Source: an optimization exercise on an open RTL-to-GDS flow (aim: small area, a short achievable clock period and few clock cycles). Production flows keep margins and buffers that such runs may drop. In this exercise RTL edits were held to simulation tests only and were not proved equivalent to the original.

==> flow/design.v (excerpt) <==
module ntt_top (
    input  logic        clk,
    input  logic        rst,
    input  logic        i_start,
    input  logic        i_mode,
    output logic        o_done,
    output logic        o_bram_a_we,
    output logic [7:0]  o_bram_a_addr,
    output logic [15:0] o_bram_a_wdata,
    output logic        o_bram_b_we,
    output logic [7:0]  o_bram_b_addr,
    output logic [15:0] o_bram_b_wdata,
    input  logic [15:0] i_bram_dout_a,
    input  logic [15:0] i_bram_dout_b
);
Size: ~87 I/O pins, about 0.022 sq mm of cells after synthesis.
clock: 13.5 ns
lec_check: 0
abc_area: 1
cap_margin: 20
core_margin: 2
core_utilization: 45
cts_cluster_diameter: 80
cts_cluster_size: 20
place_density: 0.55
slew_margin: 20
standard.sh (not shown) runs the stock make flow with config.mk's settings and CLKGATE_MAP_FILE= SYNTH_SCRIPT=/design/flow/synth_recipe.tcl, a recipe that flattens the netlist after the stock synthesis.
==> flow/flow/run.sh <==
#!/bin/bash
# The standard layout, with the port buffers made of sky130_fd_sc_hd__buf_2
# cells instead of the resizer's default choice. Every port is still buffered.
set -euo pipefail
export BUFFER_PORTS_ARGS="-buffer_cell sky130_fd_sc_hd__buf_2"
bash standard.sh > standard.log 2>&1
Testbench counts at the start, summed over its fixed seeds: cycles 66,632.
==> next run, changes <==
Settings changed: CORE_UTILIZATION 45 to 50, CTS_CLUSTER_DIAMETER 80 to 90, CTS_CLUSTER_SIZE 20 to 24, PLACE_DENSITY 0.55 to 0.6.
=>
- The new run ran to the end with no violations
- routed wire length shrinks by 3.2%
- sequential cell count stays the same
- hold slack stays flat
- utilization grows by 5.1 points
- cell count shrinks by 1.1%
- non-clock buffer count grows by 1
==> next run, changes <==
Settings changed: CORE_UTILIZATION 50 to 45, CTS_CLUSTER_DIAMETER 90 to 80, CTS_CLUSTER_SIZE 24 to 20, GPL_TIMING_DRIVEN from default to 0, PLACE_DENSITY 0.6 to 0.55.
Worst hold slack barely changes.
Final area rose by 2.8%.
Utilization drops by 4.0 points.
Clock skew grows by 0.0058 ns.
==> next run, changes <==
Settings changed: CTS_CLUSTER_DIAMETER 80 to 100, CTS_CLUSTER_SIZE 20 to 30, GPL_TIMING_DRIVEN 0 to default.
The new run went through all stages and came out clean.
Synthesized area does not change.
Routed wire length shrinks by 9.8%.
Sequential share of layout area grows by 0.89 points.
Die area does not change.
Worst setup slack improves by 0.11 ns.
Count of clock-buffer cells in the layout shrinks by 10.

Another version of the RTL of ntt_top (not shown whole).
For scale: roughly 2500 cells after synthesis, about 300 flip-flops, roughly 87 I/O pins, roughly 0.022 mm^2 of cells after synthesis.
export LEC_CHECK = 0
export CAP_MARGIN = 20
export CORE_MARGIN = 2
export CORE_UTILIZATION = 45
export PLACE_DENSITY = 0.55
export SLEW_MARGIN = 20
create_clock -name core_clock -period 13.5 [get_ports {clk}]
run.sh (not shown) runs the stock make flow with config.mk's settings and CLKGATE_MAP_FILE= SYNTH_SCRIPT=/design/flow/synth_recipe.tcl, a recipe that flattens the netlist after the stock synthesis.
Stock flow here: none of the scripts above is used.
Testbench counts at the start, summed over its fixed seeds: cycles 66,632.
Rerun with:
- CAP_MARGIN: 20 -> 50
- CORE_UTILIZATION: 45 -> 25
- PLACE_DENSITY: 0.55 -> 0.35
- SLEW_MARGIN: 20 -> 80
Result: Cell area climbs by 13%; non-clock buffer count goes up by 88; worst setup slack got worse by 1.9 ns; synthesized cell count stays the same; register-to-register slack is worse by 2.0 ns; routed wire length is higher by 16%; fmax shrinks by 31%; sequential share of layout area drops by 2.7 points; critical path depth is higher by 18.

## the baseline
ntt_top, a different RTL version from the one above (not shown whole).
For scale: about 2800 cells after synthesis, about 87 I/O pins, about 0.022 mm² of cells after synthesis.
Settings: LEC_CHECK=0, ABC_AREA=1, CAP_MARGIN=20, CORE_MARGIN=2, CORE_UTILIZATION=60, PLACE_DENSITY=0.7, SLEW_MARGIN=20; clock period 13.5 ns.
standard.sh (not shown) runs the stock make flow with config.mk's settings and CLKGATE_MAP_FILE= SYNTH_SCRIPT=/design/flow/synth_recipe.tcl, a recipe that flattens the netlist after the stock synthesis.
Scripts as last shown in full above: flow/flow/run.sh
Testbench counts of the baseline, summed over its fixed seeds: cycles 66,632.
--- input diff the baseline..the candidate ---
- swapping 0.7 for 0.55 in PLACE_DENSITY
- swapping 60 for 45 in CORE_UTILIZATION
[summary]
Compared with the baseline, the candidate shows final core utilization lower by 16 points. Going from the baseline to the candidate, final estimated routing congestion in global placement shrank by 0.036, setup slack after layout shrank by 10 ps. Looking at number of global-route vias before repair, the candidate sits 0.40% below the baseline. Diff the baseline..the candidate | count of cell instances traversed by the critical path | unchanged. The candidate and the baseline ended up with roughly the same worst hold slack.

RTL: one of the versions met above, not the one the previous note started from.
For scale: ~2500 cells after synthesis, about 22000 um^2 of cells after synthesis.
Settings: LEC_CHECK=0, CAP_MARGIN=20, CORE_MARGIN=2, CORE_UTILIZATION=25, PLACE_DENSITY=0.35, SLEW_MARGIN=20; clock period 13.5 ns.
Scripts as last shown in full above: flow/flow/run.sh
The baseline finished clean.
Testbench counts at the start, summed over its fixed seeds: cycles 66,632.
==> next run, changes <==
==> flow/run.sh (new file) <==
#!/bin/bash
# synth_recipe.tcl (not shown) runs the flow's synth.tcl, then flattens the netlist and writes it again
# the make line also repeats each setting of config.mk as NAME=value (left out here)
make -C /OpenROAD-flow-scripts/flow DESIGN_CONFIG=/design/flow/config.mk WORK_HOME=/design/flow/orfs CLKGATE_MAP_FILE= SYNTH_SCRIPT=/design/flow/synth_recipe.tcl finish
removed: flow/flow/run.sh
removed: flow/standard.sh
Clock skew barely changes.
Sequential cell count does not change.
Cell area grows by 1.9%.
Routed wire length is higher by 0.71%.
Synthesized area does not change.
Global-route usage barely changes.
Cell count barely changes.
Setup slack improves by 50 ps.

==> re-timing with driven ports <==
Ports are ideal in the flow. The routed layouts listed here were re-timed in OpenROAD.
Step 1, drivers: a clkbuf_16 drives clk and a buf_2 each remaining input, both assumed.
Step 2 moves the port delays by t, midway between the first and last clock arrival at a register: inputs arrive t later, outputs are due t later. That takes back most of the time a late clock gives input paths.
Slacks: no drivers / after step 1 / after step 2; pairs: no drivers / after step 1.
run	shift t [ns]	setup WS [ns]	worst setup path after step 2	worst data-port slew with drivers (ns)
the first run of note 1	0.594	9.565 / 9.512 / 9.622	register to register	0.04
the second run of note 1	0.577	9.616 / 9.561 / 9.632	register to register	0.03
the third run of note 1	0.613	9.457 / 9.449 / 9.457	register to register	0.04
the fourth run of note 1	0.577	9.572 / 9.515 / 9.612	register to register	0.04
the first run of note 2	0.603	9.173 / 9.116 / 9.175	register to register	0.05
the second run of note 2	0.613	7.227 / 7.227 / 7.227	register to register	0.07
the baseline	0.583	9.550 / 9.495 / 9.728	register to register	0.04
the candidate	0.601	9.540 / 9.483 / 9.718	register to register	0.03
the first run of note 4	0.608	8.849 / 8.849 / 8.849	register to register	0.04
the second run of note 4	0.614	8.899 / 8.899 / 8.899	register to register	0.05
After both steps setup and hold are still met in every run listed.
